Source: an optimization exercise on an open RTL-to-GDS flow (aim: small area, a short achievable clock period and few clock cycles). Production flows keep margins and buffers that such runs may drop. Only simulation tests tie the RTL to the original design; equivalence was not proved. Power is estimated from default activity; no workload was simulated.

amber:
==> flow/design.v (excerpt) <==
module qsim_top
(
  input  wire        clk,
  input  wire        reset_n,
  input  wire        dut_valid,
  output wire        dut_ready,
  output wire        q_state_input_sram_write_enable,
  output qsim_pkg::addr_t q_state_input_sram_write_address,
  output qsim_pkg::word_t q_state_input_sram_write_data,
  output qsim_pkg::addr_t q_state_input_sram_read_address,
  input  qsim_pkg::word_t q_state_input_sram_read_data,
  output wire        q_state_output_sram_write_enable,
  output qsim_pkg::addr_t q_state_output_sram_write_address,
  output qsim_pkg::word_t q_state_output_sram_write_data,
  input  qsim_pkg::word_t q_state_output_sram_read_data,
  output wire        scratchpad_sram_write_enable,
  output qsim_pkg::addr_t scratchpad_sram_write_address,
  output qsim_pkg::word_t scratchpad_sram_write_data,
  output qsim_pkg::addr_t scratchpad_sram_read_address,
  input  qsim_pkg::word_t scratchpad_sram_read_data,
  output qsim_pkg::addr_t q_gates_sram_read_address,
  input  qsim_pkg::word_t q_gates_sram_read_data
);
Size: about 3300 cells after synthesis, ~460 flip-flops, ~330 I/O pins.
clock: 9.0 ns
lec_check: 0
cap_margin: 20
core_margin: 2
core_utilization: 40
cts_cluster_diameter: 80
cts_cluster_size: 30
slew_margin: 20
standard.sh (not shown) runs the stock make flow with config.mk's settings and CLKGATE_MAP_FILE= SYNTH_SCRIPT=/design/flow/synth_recipe.tcl, a recipe that flattens the netlist after the stock synthesis.
==> flow/flow/run.sh <==
#!/bin/bash
# The standard layout (standard.sh) with these changes:
#  - synthesis skips the quick "abc -fast" pass inside Yosys's synth (-noabc);
#    otherwise that pass rewrites the generated full-adder trees so that
#    extract_fa finds most adders with inverted inputs and outputs, which
#    leaves several hundred inverters between the adder cells. Registers,
#    flattening and renaming are as in synth_recipe.tcl.
#  - every port still gets its buffer, but a plain buf_2 instead of the
#    clkdlybuf4s50_1 that buffer_ports picks by itself.
set -euo pipefail
export SETUP_SLACK_MARGIN=${MARGIN:-5.9}
export BUFFER_PORTS_ARGS="-buffer_cell sky130_fd_sc_hd__buf_2"
sed '1s/-nofsm -noshare /-nofsm -noshare -noabc /' synth_recipe.tcl > synth_noabc.tcl
grep -q -- '-noabc' synth_noabc.tcl
sed 's#/synth_recipe\.tcl#/synth_noabc.tcl#g' standard.sh > standard_noabc.sh
grep -q 'synth_noabc.tcl' standard_noabc.sh
bash standard_noabc.sh > standard.log 2>&1
amber completed every stage of the flow, and the final layout passed the timing, DRC and antenna checks.
Testbench counts of amber, summed over its fixed seeds: cycles 16,392.
The following lists how yarrow was set up differently from amber:
Settings: a change of CORE_UTILIZATION from 40 to 35.
Findings:
[yarrow vs amber] largest stage delay on the critical path: higher in yarrow
Going from amber to yarrow, part of the power in the clock network moved up; static power due to leakage moved up.
Diff amber -> yarrow | largest driver fanout on the critical path | increase of 1
Relative to amber, wire length on met3 has decreased by 1200 microns in yarrow.
Compared with amber, yarrow is hungrier on power.
The non-clock buffering overhead in the final layout on amber is in line with that on yarrow.
The uppermost signal routing layer after detailed routing comes out met4 in one run and met5 in the other, namely in yarrow and amber respectively.
amber has a lower critical path depth than yarrow.
Inputs modified between yarrow and ember:
Settings: an added SETUP_SLACK_MARGIN of 5; a change of CORE_UTILIZATION from 35 to 40.
==> flow/run.sh (new file) <==
#!/bin/bash
# synth_recipe.tcl (not shown) runs the flow's synth.tcl, then flattens the netlist and writes it again
# the make line also repeats each setting of config.mk as NAME=value (left out here)
make -C /OpenROAD-flow-scripts/flow DESIGN_CONFIG=/design/flow/config.mk WORK_HOME=/design/flow/orfs CLKGATE_MAP_FILE= SYNTH_SCRIPT=/design/flow/synth_recipe.tcl finish
removed: flow/flow/run.sh
removed: flow/standard.sh
### Flow results
Maximum number of pins on one net before global-route repair, yarrow and ember: lower on yarrow
Maximum level of the CTS H-tree on ember is down relative to yarrow.
Relative to yarrow, number of logic stages on the critical path including buffering has gone down in ember.
Against yarrow, ember comes in 254 higher on cell count.
Changes observed in ember relative to yarrow: count of clock-buffer cells in the layout moved down; routed wire length rose by about 5%.
The depth of the most critical reg-to-reg path of ember falls short of that of yarrow by 2.
Summary of the comparison: setup slack is lower in ember, relative to yarrow.
Of yarrow and ember, ember shows the higher synthesized netlist cell count, with yarrow below it.
In the tables for yarrow and ember, clock period minus worst slack reads higher with ember.
The following lists how tundra was set up differently from ember:
Settings: SETUP_SLACK_MARGIN removed (was 5).
==> flow/flow/run.sh (new file) <==
#!/bin/bash
# The standard layout (standard.sh) with these changes:
#  - synthesis skips the quick "abc -fast" pass inside Yosys's synth (-noabc);
#    otherwise that pass rewrites the generated full-adder trees so that
#    extract_fa finds most adders with inverted inputs and outputs, which
#    leaves several hundred inverters between the adder cells. Registers,
#    flattening and renaming are as in synth_recipe.tcl.
#  - every port still gets its buffer, but a plain buf_4 instead of the
#    clkdlybuf4s50_1 that buffer_ports picks by itself.
set -euo pipefail
export SETUP_SLACK_MARGIN=${MARGIN:-5.9}
export BUFFER_PORTS_ARGS="-buffer_cell sky130_fd_sc_hd__buf_4"
sed '1s/-nofsm -noshare /-nofsm -noshare -noabc /' synth_recipe.tcl > synth_noabc.tcl
grep -q -- '-noabc' synth_noabc.tcl
sed 's#/synth_recipe\.tcl#/synth_noabc.tcl#g' standard.sh > standard_noabc.sh
grep -q 'synth_noabc.tcl' standard_noabc.sh
bash standard_noabc.sh > standard.log 2>&1
==> flow/standard.sh (new file) <==
#!/bin/bash
# synth_recipe.tcl (not shown) runs the flow's synth.tcl, then flattens the netlist and writes it again
# the make line also repeats each setting of config.mk as NAME=value (left out here)
make -C /OpenROAD-flow-scripts/flow DESIGN_CONFIG=/design/flow/config.mk WORK_HOME=/design/flow/orfs CLKGATE_MAP_FILE= SYNTH_SCRIPT=/design/flow/synth_recipe.tcl "${@:-finish}"
removed: flow/run.sh
[summary]
Relative to ember, ratio of final minimum period to clock period has gone down in tundra. The number of cells traversed by the worst register-to-register path in tundra sits 3 above the value recorded for ember. On number of placement rows: between ember and tundra, it ends up lower for tundra. Number of clock buffers in the layout, ember and tundra, higher one = tundra. Per the comparison of tundra with ember, number of global-route vias before repair -1726, required time at the endpoint of the critical path +2.18 ns, area of combinational cells with multiple inputs +290 sq um, total setup buffers inserted after CTS +15, final area -3.4%. Between tundra and ember, it is tundra whose total power is lower, by about 1.3%. Utilization ember -> tundra: up.

static timing again, ports no longer ideal:
How much do the figures lean on ideal ports? The routed layouts below were timed once more, with nothing changed but the port constraints. Step 1 (the two cells are an assumption about what drives the block):
set clk [get_ports {clk}]
set_driving_cell -lib_cell sky130_fd_sc_hd__clkbuf_16 $clk
set_driving_cell -lib_cell sky130_fd_sc_hd__buf_2 [delete_from_list [all_inputs] $clk]
Step 2 times the ports against the registers' clock, not the clock port: input delays grow and output delays shrink by t, the midpoint of the rising clock arrivals with the driver on. Slacks: no drivers / after step 1 / after step 2; pairs: no drivers / after step 1.
run | shift t [ns] | setup WS [ns] | worst setup path at the end | cell pins on the clock port's net
amber | 0.709 | 5.951 / 5.888 / 5.291 | input to register | 1
yarrow | 0.649 | 5.905 / 5.902 / 5.301 | input to register | 1
ember | 0.704 | 5.156 / 5.090 / 4.545 | input to register | 1
tundra | 0.661 | 5.937 / 5.916 / 5.316 | input to register | 1
After both steps setup and hold are still met in every run listed. The setup slack of amber, which loses most, moves by -0.063 ns with the drivers and by -0.660 ns with both steps.
